From an optimization exercise on the open Yosys and OpenROAD flow, aimed at a short achievable clock period and few clock cycles; shortcuts taken in it are not production practice.
At most, simulation tests tie the RTL to the original design; equivalence was not proved.
The clock port is modelled as an ideal driver; clocking choices that lean on that would not hold on a real chip.
Power figures rest on the tool's default switching activity, not on a simulated workload.

## pio_req_unit
module pio_req_unit (
   input  wire logic        clk,
   input  wire logic        rst,
   input  wire logic [3:0]  max_pio,
   input  wire logic        rd_vld,
   input  wire logic        wr_vld,
   input  wire logic [4:0]  req_thr_id,
   input  wire logic [1:0]  req_buf_id,
   input  wire logic [2:0]  req_size,
   input  wire logic [39:0] req_addr,
   input  wire logic [63:0] req_data,
   output logic             req_accepted,
   output logic             csr_wr,
   output logic [15:0]      csr_wr_addr,
   output logic [31:0]      csr_wr_data,
   output logic [15:0]      csr_rd_addr,
   output logic             csr_rd_ack,
   output logic [4:0]       csr_ack_thr,
   output logic [1:0]       csr_ack_buf,
   input  wire logic        pio_pop,
   input  wire logic        rd_done,
   output logic             pio_req,
   output logic             pio_data_vld,
   output logic             pio_out_rw,
   output logic [1:0]       pio_out_dest,
   output logic [15:0]      pio_out_be,
   output logic [63:0]      pio_out_ad,
   output logic [4:0]       pio_out_thr_id,
   output logic [1:0]       pio_out_buf_id
);
For scale: about 4700 cells after synthesis, about 1400 flip-flops, roughly 65000 um2 of cells after synthesis.
export LEC_CHECK = 0
export CAP_MARGIN = 20
export CORE_MARGIN = 2
export CORE_UTILIZATION = 60
export SETUP_SLACK_MARGIN = 2.5
export SLEW_MARGIN = 20
export SYNTH_HIERARCHICAL = 1
export TNS_END_PERCENT = 100
create_clock -name core_clock -period 5.0 [get_ports {clk}]
standard.sh (not shown) runs the stock make flow with config.mk's settings and CLKGATE_MAP_FILE= SYNTH_SCRIPT=/design/flow/synth_recipe.tcl, a recipe that flattens the netlist after the stock synthesis.
==> flow/flow/run.sh <==
#!/bin/bash
# Standard layout with these changes: port buffers made from regular buffers,
# cell sizing free to change a cell's footprint, no delay cells in the repair
# steps (flow/nodly.tcl), and the ports of the request-to-CSR and throttle
# paths placed side by side on the left edge (flow/pins.tcl) before the rest
# are placed.
set -euo pipefail
F=$PWD/flow/nodly.tcl
K=(MATCH_CELL_FOOTPRINT=0 "BUFFER_PORTS_ARGS=-buffer_cell sky130_fd_sc_hd__buf_8"
   PRE_FLOORPLAN_TCL=$F PRE_GLOBAL_PLACE_TCL=$F PRE_RESIZE_TCL=$F
   PRE_DETAIL_PLACE_TCL=$F PRE_REPAIR_TIMING_POST_PLACE_TCL=$F
   PRE_CTS_TCL=$F PRE_GLOBAL_ROUTE_TCL=$F)
bash standard.sh synth > make_synth.log 2>&1
bash standard.sh "${K[@]}" floorplan > make_floorplan.log 2>&1
ODB=orfs/results/sky130hd/pio_req_unit/base/2_floorplan.odb \
   openroad -no_init -exit flow/pins.tcl > pins.log 2>&1
bash standard.sh "${K[@]}" finish > make_finish.log 2>&1
==> flow/flow/nodly.tcl <==
# Keep the repair steps from using delay cells as buffers.
set_dont_use [get_lib_cells {sky130_fd_sc_hd__dlygate* sky130_fd_sc_hd__dlymetal* sky130_fd_sc_hd__clkdlybuf*}]
==> flow/flow/pins.tcl <==
# Place the ports of the short input-to-output paths next to each other on
# the left edge, on met3 tracks two tracks apart, centred on the edge.
read_db $::env(ODB)
set block [ord::get_db_block]
set die [$block getDieArea]
set order {
   req_addr[39] req_addr[24] req_addr[38] req_addr[37] req_addr[36]
   req_addr[35] req_addr[34] req_addr[33] csr_wr csr_rd_ack req_accepted
   rd_vld wr_vld req_addr[32] req_addr[31] req_addr[30] req_addr[29]
   req_addr[28] req_addr[27] req_addr[26] req_addr[25]
   {} {}
   max_pio[0] max_pio[1] pio_req max_pio[2] max_pio[3]
}
# met3 tracks: offset 0.34 um, pitch 0.68 um
set n [llength $order]
set ymid [expr {([$die yMin] + [$die yMax]) / 2000.0}]
set k0 [expr {int(($ymid - $n * 0.68) / 0.68)}]
set i 0
foreach p $order {
   if {$p ne {}} {
      set y [expr {0.34 + ($k0 + 2 * $i) * 0.68}]
      place_pin -pin_name $p -layer met3 -location [list 0.4 $y] -force_to_die_boundary
   }
   incr i
}
foreach p $order {
   if {$p ne {}} {
      set bt [$block findBTerm $p]
      puts "$p [[lindex [$bt getBPins] 0] getPlacementStatus]"
   }
}
write_db $::env(ODB)
Testbench counts at the start, summed over its fixed seeds: cycles 7,368.
Change:
--- a/flow/design.v
+++ b/flow/design.v
@@ -70,21 +70,16 @@
 `default_nettype none
 module pio_g_nand4b (input wire logic a_n, b, c, d, output logic y);
    assign y = ~(~a_n & b & c & d);
 endmodule
 module pio_g_inv (input wire logic a, output logic y);
    assign y = ~a;
 endmodule
 `default_nettype wire
-`default_nettype none
-module pio_g_nor4 (input wire logic a, b, c, d, output logic y);
-   assign y = ~(a | b | c | d);
-endmodule
-`default_nettype wire
 `timescale 1ns/1ps
 `default_nettype none
 module pio_g_mux #(parameter int W = 1) (
    input  wire logic         s,
    input  wire logic [W-1:0] a1,
    input  wire logic [W-1:0] a0,
    output logic      [W-1:0] y
 );
@@ -158,35 +153,39 @@
 );
    localparam int DEPTH = 16;
    localparam int HW    = 1 + 2 + 16 + 5 + 2 + 43;
    localparam int WW    = 1 + HW;
    logic        space;
    logic        late_wr_n, late_rd_n, late_n;
    logic        acc_n;
    logic        hit;
-   logic [4:0]  pw, pr;
-   logic [6:0]  ph;
-   logic        space_n;
+   logic [6:0]  pw, pr, ph;
+   logic        xw_n, xr_n;
    logic        gw0_n, gw1_n, gr0_n, gr1_n, gh0_n, gh1_n;
-   assign space_n = ~space;
-   pio_g_nor3  g_pw0 (.a(req_addr[38]), .b(req_addr[37]), .c(req_addr[36]), .y(pw[0]));
-   pio_g_nor3  g_pw1 (.a(req_addr[35]), .b(req_addr[34]), .c(req_addr[33]), .y(pw[1]));
-   pio_g_nor3  g_pw2 (.a(req_addr[32]), .b(req_addr[31]), .c(req_addr[30]), .y(pw[2]));
-   pio_g_nor3  g_pw3 (.a(req_addr[29]), .b(req_addr[28]), .c(req_addr[27]), .y(pw[3]));
-   pio_g_nor4  g_pw4 (.a(req_addr[26]), .b(req_addr[25]), .c(req_addr[24]), .d(space_n), .y(pw[4]));
-   pio_g_nand4 g_gw0 (.a(pw[0]), .b(pw[1]), .c(pw[2]), .d(pw[3]), .y(gw0_n));
-   pio_g_nand3 g_gw1 (.a(pw[4]), .b(req_addr[39]), .c(wr_vld), .y(gw1_n));
-   pio_g_nor3  g_pr0 (.a(req_addr[36]), .b(req_addr[37]), .c(req_addr[38]), .y(pr[0]));
-   pio_g_nor3  g_pr1 (.a(req_addr[33]), .b(req_addr[34]), .c(req_addr[35]), .y(pr[1]));
-   pio_g_nor3  g_pr2 (.a(req_addr[30]), .b(req_addr[31]), .c(req_addr[32]), .y(pr[2]));
-   pio_g_nor3  g_pr3 (.a(req_addr[27]), .b(req_addr[28]), .c(req_addr[29]), .y(pr[3]));
-   pio_g_nor4  g_pr4 (.a(req_addr[24]), .b(req_addr[25]), .c(req_addr[26]), .d(space_n), .y(pr[4]));
-   pio_g_nand4 g_gr0 (.a(pr[0]), .b(pr[1]), .c(pr[2]), .d(pr[3]), .y(gr0_n));
-   pio_g_nand3 g_gr1 (.a(pr[4]), .b(req_addr[39]), .c(rd_vld), .y(gr1_n));
+   pio_g_nor2  g_pw0 (.a(req_addr[38]), .b(req_addr[37]), .y(pw[0]));
+   pio_g_nor2  g_pw1 (.a(req_addr[36]), .b(req_addr[35]), .y(pw[1]));
+   pio_g_nor2  g_pw2 (.a(req_addr[34]), .b(req_addr[33]), .y(pw[2]));
+   pio_g_nor2  g_pw3 (.a(req_addr[32]), .b(req_addr[31]), .y(pw[3]));
+   pio_g_nor2  g_pw4 (.a(req_addr[30]), .b(req_addr[29]), .y(pw[4]));
+   pio_g_nor2  g_pw5 (.a(req_addr[28]), .b(req_addr[27]), .y(pw[5]));
+   pio_g_nor3  g_pw6 (.a(req_addr[26]), .b(req_addr[25]), .c(req_addr[24]), .y(pw[6]));
+   pio_g_nand3 g_xw  (.a(req_addr[39]), .b(wr_vld), .c(space), .y(xw_n));
+   pio_g_nand4  g_gw0 (.a(pw[0]), .b(pw[1]), .c(pw[2]), .d(pw[3]), .y(gw0_n));
+   pio_g_nand4b g_gw1 (.a_n(xw_n), .b(pw[4]), .c(pw[5]), .d(pw[6]), .y(gw1_n));
+   pio_g_nor2  g_pr0 (.a(req_addr[37]), .b(req_addr[38]), .y(pr[0]));
+   pio_g_nor2  g_pr1 (.a(req_addr[35]), .b(req_addr[36]), .y(pr[1]));
+   pio_g_nor2  g_pr2 (.a(req_addr[33]), .b(req_addr[34]), .y(pr[2]));
+   pio_g_nor2  g_pr3 (.a(req_addr[31]), .b(req_addr[32]), .y(pr[3]));
+   pio_g_nor2  g_pr4 (.a(req_addr[29]), .b(req_addr[30]), .y(pr[4]));
+   pio_g_nor2  g_pr5 (.a(req_addr[27]), .b(req_addr[28]), .y(pr[5]));
+   pio_g_nor3  g_pr6 (.a(req_addr[25]), .b(req_addr[26]), .c(req_addr[24]), .y(pr[6]));
+   pio_g_nand3 g_xr  (.a(req_addr[39]), .b(rd_vld), .c(space), .y(xr_n));
+   pio_g_nand4  g_gr0 (.a(pr[0]), .b(pr[1]), .c(pr[2]), .d(pr[3]), .y(gr0_n));
+   pio_g_nand4b g_gr1 (.a_n(xr_n), .b(pr[4]), .c(pr[5]), .d(pr[6]), .y(gr1_n));
    pio_g_o21ai g_cw (.a1(gw0_n), .a2(gw1_n), .b1(late_wr_n), .y(csr_wr));
    pio_g_o21ai g_cr (.a1(gr0_n), .a2(gr1_n), .b1(late_rd_n), .y(csr_rd_ack));
    pio_g_nor2  g_ph0 (.a(req_addr[38]), .b(req_addr[36]), .y(ph[0]));
    pio_g_nor2  g_ph1 (.a(req_addr[37]), .b(req_addr[35]), .y(ph[1]));
    pio_g_nor2  g_ph2 (.a(req_addr[34]), .b(req_addr[32]), .y(ph[2]));
    pio_g_nor2  g_ph3 (.a(req_addr[33]), .b(req_addr[31]), .y(ph[3]));
    pio_g_nor2  g_ph4 (.a(req_addr[30]), .b(req_addr[28]), .y(ph[4]));
    pio_g_nor2  g_ph5 (.a(req_addr[29]), .b(req_addr[27]), .y(ph[5]));
Effect: The changed run produced a clean layout; sequential share of layout area came out lower by 0.21 points; critical path depth came out higher by 1; hold slack gets worse by 0.0081 ns; worst setup slack gains 0.059 ns; die area stays flat; first-iteration DRC count drops by 3.4%; total power rises by 1.9%; register-to-register slack loses 0.02 ns; utilization went up by 0.16 points; global-route usage increases by 0.96 points; clock power grows by about 5%.
Testbench counts after the change, summed over its fixed seeds: cycles 7,368.


pio_req_unit, a different RTL version from the one above (not shown whole).
Size: about 4100 cells after synthesis, about 1400 flip-flops.
==> module pio_req_unit, before the edit <==
module pio_req_unit (
   input  wire logic        clk,
   input  wire logic        rst,
   input  wire logic [3:0]  max_pio,
   input  wire logic        rd_vld,
   input  wire logic        wr_vld,
   input  wire logic [4:0]  req_thr_id,
   input  wire logic [1:0]  req_buf_id,
   input  wire logic [2:0]  req_size,
   input  wire logic [39:0] req_addr,
   input  wire logic [63:0] req_data,
   output logic             req_accepted,
   output logic             csr_wr,
   output logic [15:0]      csr_wr_addr,
   output logic [31:0]      csr_wr_data,
   output logic [15:0]      csr_rd_addr,
   output logic             csr_rd_ack,
   output logic [4:0]       csr_ack_thr,
   output logic [1:0]       csr_ack_buf,
   input  wire logic        pio_pop,
   input  wire logic        rd_done,
   output logic             pio_req,
   output logic             pio_data_vld,
   output logic             pio_out_rw,
   output logic [1:0]       pio_out_dest,
   output logic [15:0]      pio_out_be,
   output logic [63:0]      pio_out_ad,
   output logic [4:0]       pio_out_thr_id,
   output logic [1:0]       pio_out_buf_id
);
   localparam int DEPTH = 16;
   localparam int AW    = 4;
   localparam int HW    = 1 + 2 + 16 + 43 + 5 + 2;
   localparam int WW    = 1 + HW;
   logic        hit;
   logic        vld;
   logic        space;
   logic        acc;
   assign vld = rd_vld | wr_vld;
   assign hit = req_addr[39:24] == 16'h8000;
   assign acc = vld & ~hit & space;
   assign req_accepted = vld & (hit | space);
   assign csr_wr       = wr_vld & hit;
   assign csr_rd_ack   = rd_vld & hit;
   assign csr_wr_addr  = req_addr[15:0];
   assign csr_wr_data  = req_data[31:0];
   assign csr_rd_addr  = req_addr[15:0];
   assign csr_ack_thr  = req_thr_id;
   assign csr_ack_buf  = req_buf_id;
   logic [42:0] map;
   logic [1:0]  dest;
   logic [7:0]  lane;
   logic [15:0] be;
   always_comb begin
      if (req_addr[39:32] == 8'h80) begin
         if (req_addr[31:28] == 4'h0) begin
            map = {15'h4000, req_addr[27:0]};
            if (req_addr[27:24] == 4'hE)      dest = 2'd2;
            else if (req_addr[27:24] == 4'hF) dest = 2'd3;
            else                              dest = 2'd1;
         end else begin
            map  = {11'h600, req_addr[31:0]};
            dest = 2'd0;
         end
      end else begin
         map = {3'h7, req_addr};
         if (req_addr[39:38] == 2'b11) dest = req_addr[37] ? 2'd3 : 2'd2;
         else                          dest = 2'd1;
      end
      case (req_size)
         3'd0:    lane = 8'h01;
         3'd1:    lane = 8'h03;
         3'd2:    lane = 8'h0f;
         default: lane = 8'hff;
      endcase
      lane = lane << req_addr[2:0];
      if (req_size == 3'd4)   be = 16'hffff;
      else if (req_addr[3])   be = {lane, 8'h00};
      else                    be = {8'h00, lane};
   end
   logic          c_vld, c_wr;
   logic [HW-1:0] c_hdr;
   logic [63:0]   c_data;
   always_ff @(posedge clk) begin
      if (rst)
         c_vld <= 1'b0;
      else
         c_vld <= acc;
      c_wr   <= wr_vld;
      c_hdr  <= {rd_vld, dest, be, req_thr_id, req_buf_id, map};
      c_data <= req_data;
   end
   logic [WW-1:0] mem [0:DEPTH-1];
   logic [AW-1:0] wptr, rptr, wptr1;
   logic [AW:0]   cnt;       
   logic [AW:0]   tot;       
   logic [AW:0]   tot_nxt;
   logic          take;
   logic [WW-1:0] head;
   assign wptr1 = wptr + 1'b1;
   assign head  = mem[rptr];
   always_ff @(posedge clk) begin
      if (c_vld) begin
         mem[wptr] <= {1'b0, c_hdr};
         if (c_wr)
            mem[wptr1] <= {1'b1, {(HW-64){1'b0}}, c_data};
      end
   end
   assign tot_nxt = tot + {{(AW-1){1'b0}}, acc & wr_vld, acc & rd_vld}
                        - {{AW{1'b0}}, take};
   always_ff @(posedge clk) begin
      if (rst) begin
         wptr  <= '0;
         rptr  <= '0;
         cnt   <= '0;
         tot   <= '0;
         space <= 1'b1;
      end else begin
         if (c_vld)
            wptr <= wptr + (c_wr ? 2'd2 : 2'd1);
         if (take)
            rptr <= rptr + 1'b1;
         cnt   <= cnt + {{(AW-1){1'b0}}, c_vld & c_wr, c_vld & ~c_wr}
                      - {{AW{1'b0}}, take};
         tot   <= tot_nxt;
         space <= tot_nxt <= (AW+1)'(DEPTH - 2);
      end
   end
   logic        o_hdr, o_dat, o_rw;
   logic [1:0]  o_dest;
   logic [15:0] o_be;
   logic [63:0] o_ad;
   logic [4:0]  o_thr;
   logic [1:0]  o_buf;
   logic        pop, free;
   logic        rd_pop;
   logic [4:0]  pend, pend_nxt;
   logic        o_hdr_nxt, o_rw_nxt;
   logic [15:0] ok;
   logic        wr_hdr;
   assign pop    = pio_pop & (o_hdr | o_dat);
   assign free   = ~(o_hdr | o_dat) | pop;
   assign take   = free & (cnt != '0);
   assign rd_pop = pop & o_hdr & o_rw;
   always_ff @(posedge clk) begin
      if (rst) begin
         o_hdr <= 1'b0;
         o_dat <= 1'b0;
      end else if (free) begin
         o_hdr <= take & ~head[WW-1];
         o_dat <= take & head[WW-1];
      end
   end
   always_ff @(posedge clk) begin
      if (take) begin
         {o_rw, o_dest, o_be, o_thr, o_buf} <= head[HW-1:43];
         o_ad[42:0]  <= head[42:0];
         o_ad[63:43] <= head[63:43] & {21{head[WW-1]}};
      end
   end
   always_comb begin
      pend_nxt = pend;
      if (rd_pop & ~rd_done)
         pend_nxt = pend + 1'b1;
      else if (~rd_pop & rd_done & (pend != '0))
         pend_nxt = pend - 1'b1;
   end
   assign o_hdr_nxt = free ? take & ~head[WW-1] : o_hdr;
   assign o_rw_nxt  = take ? head[HW-1] : o_rw;
   always_ff @(posedge clk) begin
      if (rst) begin
         pend   <= '0;
         ok     <= '0;
         wr_hdr <= 1'b0;
      end else begin
         pend   <= pend_nxt;
         wr_hdr <= o_hdr_nxt & ~o_rw_nxt;
         for (int m = 0; m < 16; m++)
            ok[m] <= o_hdr_nxt & o_rw_nxt & (pend_nxt <= 5'(m));
      end
   end
   assign pio_data_vld   = o_dat;
   assign pio_req        = wr_hdr | ok[max_pio];
   assign pio_out_rw     = o_rw;
   assign pio_out_dest   = o_dest;
   assign pio_out_be     = o_be;
   assign pio_out_ad     = o_ad;
   assign pio_out_thr_id = o_thr;
   assign pio_out_buf_id = o_buf;
endmodule
clock: 5.0 ns
lec_check: 0
cap_margin: 20
core_margin: 2
core_utilization: 60
setup_slack_margin: 2.5
slew_margin: 20
tns_end_percent: 100
run.sh (not shown) runs the stock make flow with config.mk's settings and CLKGATE_MAP_FILE= SYNTH_SCRIPT=/design/flow/synth_recipe.tcl, a recipe that flattens the netlist after the stock synthesis.
Stock flow here: none of the scripts above is used.
Edit:
--- a/flow/design.v
+++ b/flow/design.v
@@ -78,16 +78,26 @@
    localparam int WW    = 1 + HW;
    logic        hit;
    logic        vld;
    logic        space;
    logic        acc;
+   logic        late_wr, late_rd;
    assign vld = rd_vld | wr_vld;
    assign hit = req_addr[39:24] == 16'h8000;
    assign acc = vld & ~hit & space;
-   assign req_accepted = vld & (hit | space);
-   assign csr_wr       = wr_vld & hit;
-   assign csr_rd_ack   = rd_vld & hit;
+   always_ff @(posedge clk) begin
+      if (rst) begin
+         late_wr <= 1'b0;
+         late_rd <= 1'b0;
+      end else begin
+         late_wr <= wr_vld & hit & ~space & ~late_wr;
+         late_rd <= rd_vld & hit & ~space & ~late_rd;
+      end
+   end
+   assign req_accepted = vld & space | late_wr | late_rd;
+   assign csr_wr       = wr_vld & hit & space | late_wr;
+   assign csr_rd_ack   = rd_vld & hit & space | late_rd;
    assign csr_wr_addr  = req_addr[15:0];
    assign csr_wr_data  = req_data[31:0];
    assign csr_rd_addr  = req_addr[15:0];
    assign csr_ack_thr  = req_thr_id;
    assign csr_ack_buf  = req_buf_id;
@@ -222,11 +232,15 @@
          for (int m = 0; m < 16; m++)
             ok[m] <= o_hdr_nxt & o_rw_nxt & (pend_nxt <= 5'(m));
       end
    end
    assign pio_data_vld   = o_dat;
-   assign pio_req        = wr_hdr | ok[max_pio];
+   always_comb begin
+      pio_req = wr_hdr;
+      for (int k = 0; k < 16; k++)
+         pio_req = pio_req | (ok[k] & ((max_pio & 4'(k)) == 4'(k)));
+   end
    assign pio_out_rw     = o_rw;
    assign pio_out_dest   = o_dest;
    assign pio_out_be     = o_be;
    assign pio_out_ad     = o_ad;
    assign pio_out_thr_id = o_thr;
Design area increases by 0.89%.
Synthesized area decreases by about 0.7%.
Total power grows by 2.9%.
Combinational power rises by 13%.
Worst hold slack gains 4.8 ps.
Cell count rises by about 0.5%.
Global-route usage rises by 2.0 points.
Testbench counts after the change, summed over its fixed seeds: cycles 7,368.
The RTL of the first run of this note was laid out without a check of its function.

## re-timing with driven ports
The flow's constraints put no driver on any port. The routed layouts listed below were extracted and timed again, unchanged, in two steps. Step 1 assumes that a clkbuf_16 drives the clock port and a buf_2 every other input. Step 2 times the ports against the registers' clock, not the clock port: input delays grow and output delays shrink by t, the midpoint of the rising clock arrivals with the driver on. a / b / c = ideal ports / drivers / drivers and shift; a / b = the first two.
| run | t (ns) | setup slack, ns | hold slack, ns | worst setup path at the end | worst slew at a driven data input, ns |
|---|---|---|---|---|---|
| the first run of note 1 | 0.837 | 2.242 / 2.202 / 2.015 | 0.329 / 0.300 / 0.444 | input to register | 0.10 |
| the second run of note 1 | 0.833 | 2.301 / 2.232 / 1.985 | 0.321 / 0.297 / 0.449 | input to register | 0.10 |
| the first run of note 2 | 0.827 | 1.569 / 1.520 / 1.388 | 0.354 / 0.319 / 0.457 | input to register | 0.13 |
| the second run of note 2 | 0.819 | 1.766 / 1.735 / 1.032 | 0.359 / 0.337 / 0.454 | input to register | 0.06 |
After both steps setup and hold are still met in every run listed. For the second run of note 2, which loses most, drivers alone change the setup slack by -0.031 ns; drivers and shift together by -0.734 ns.
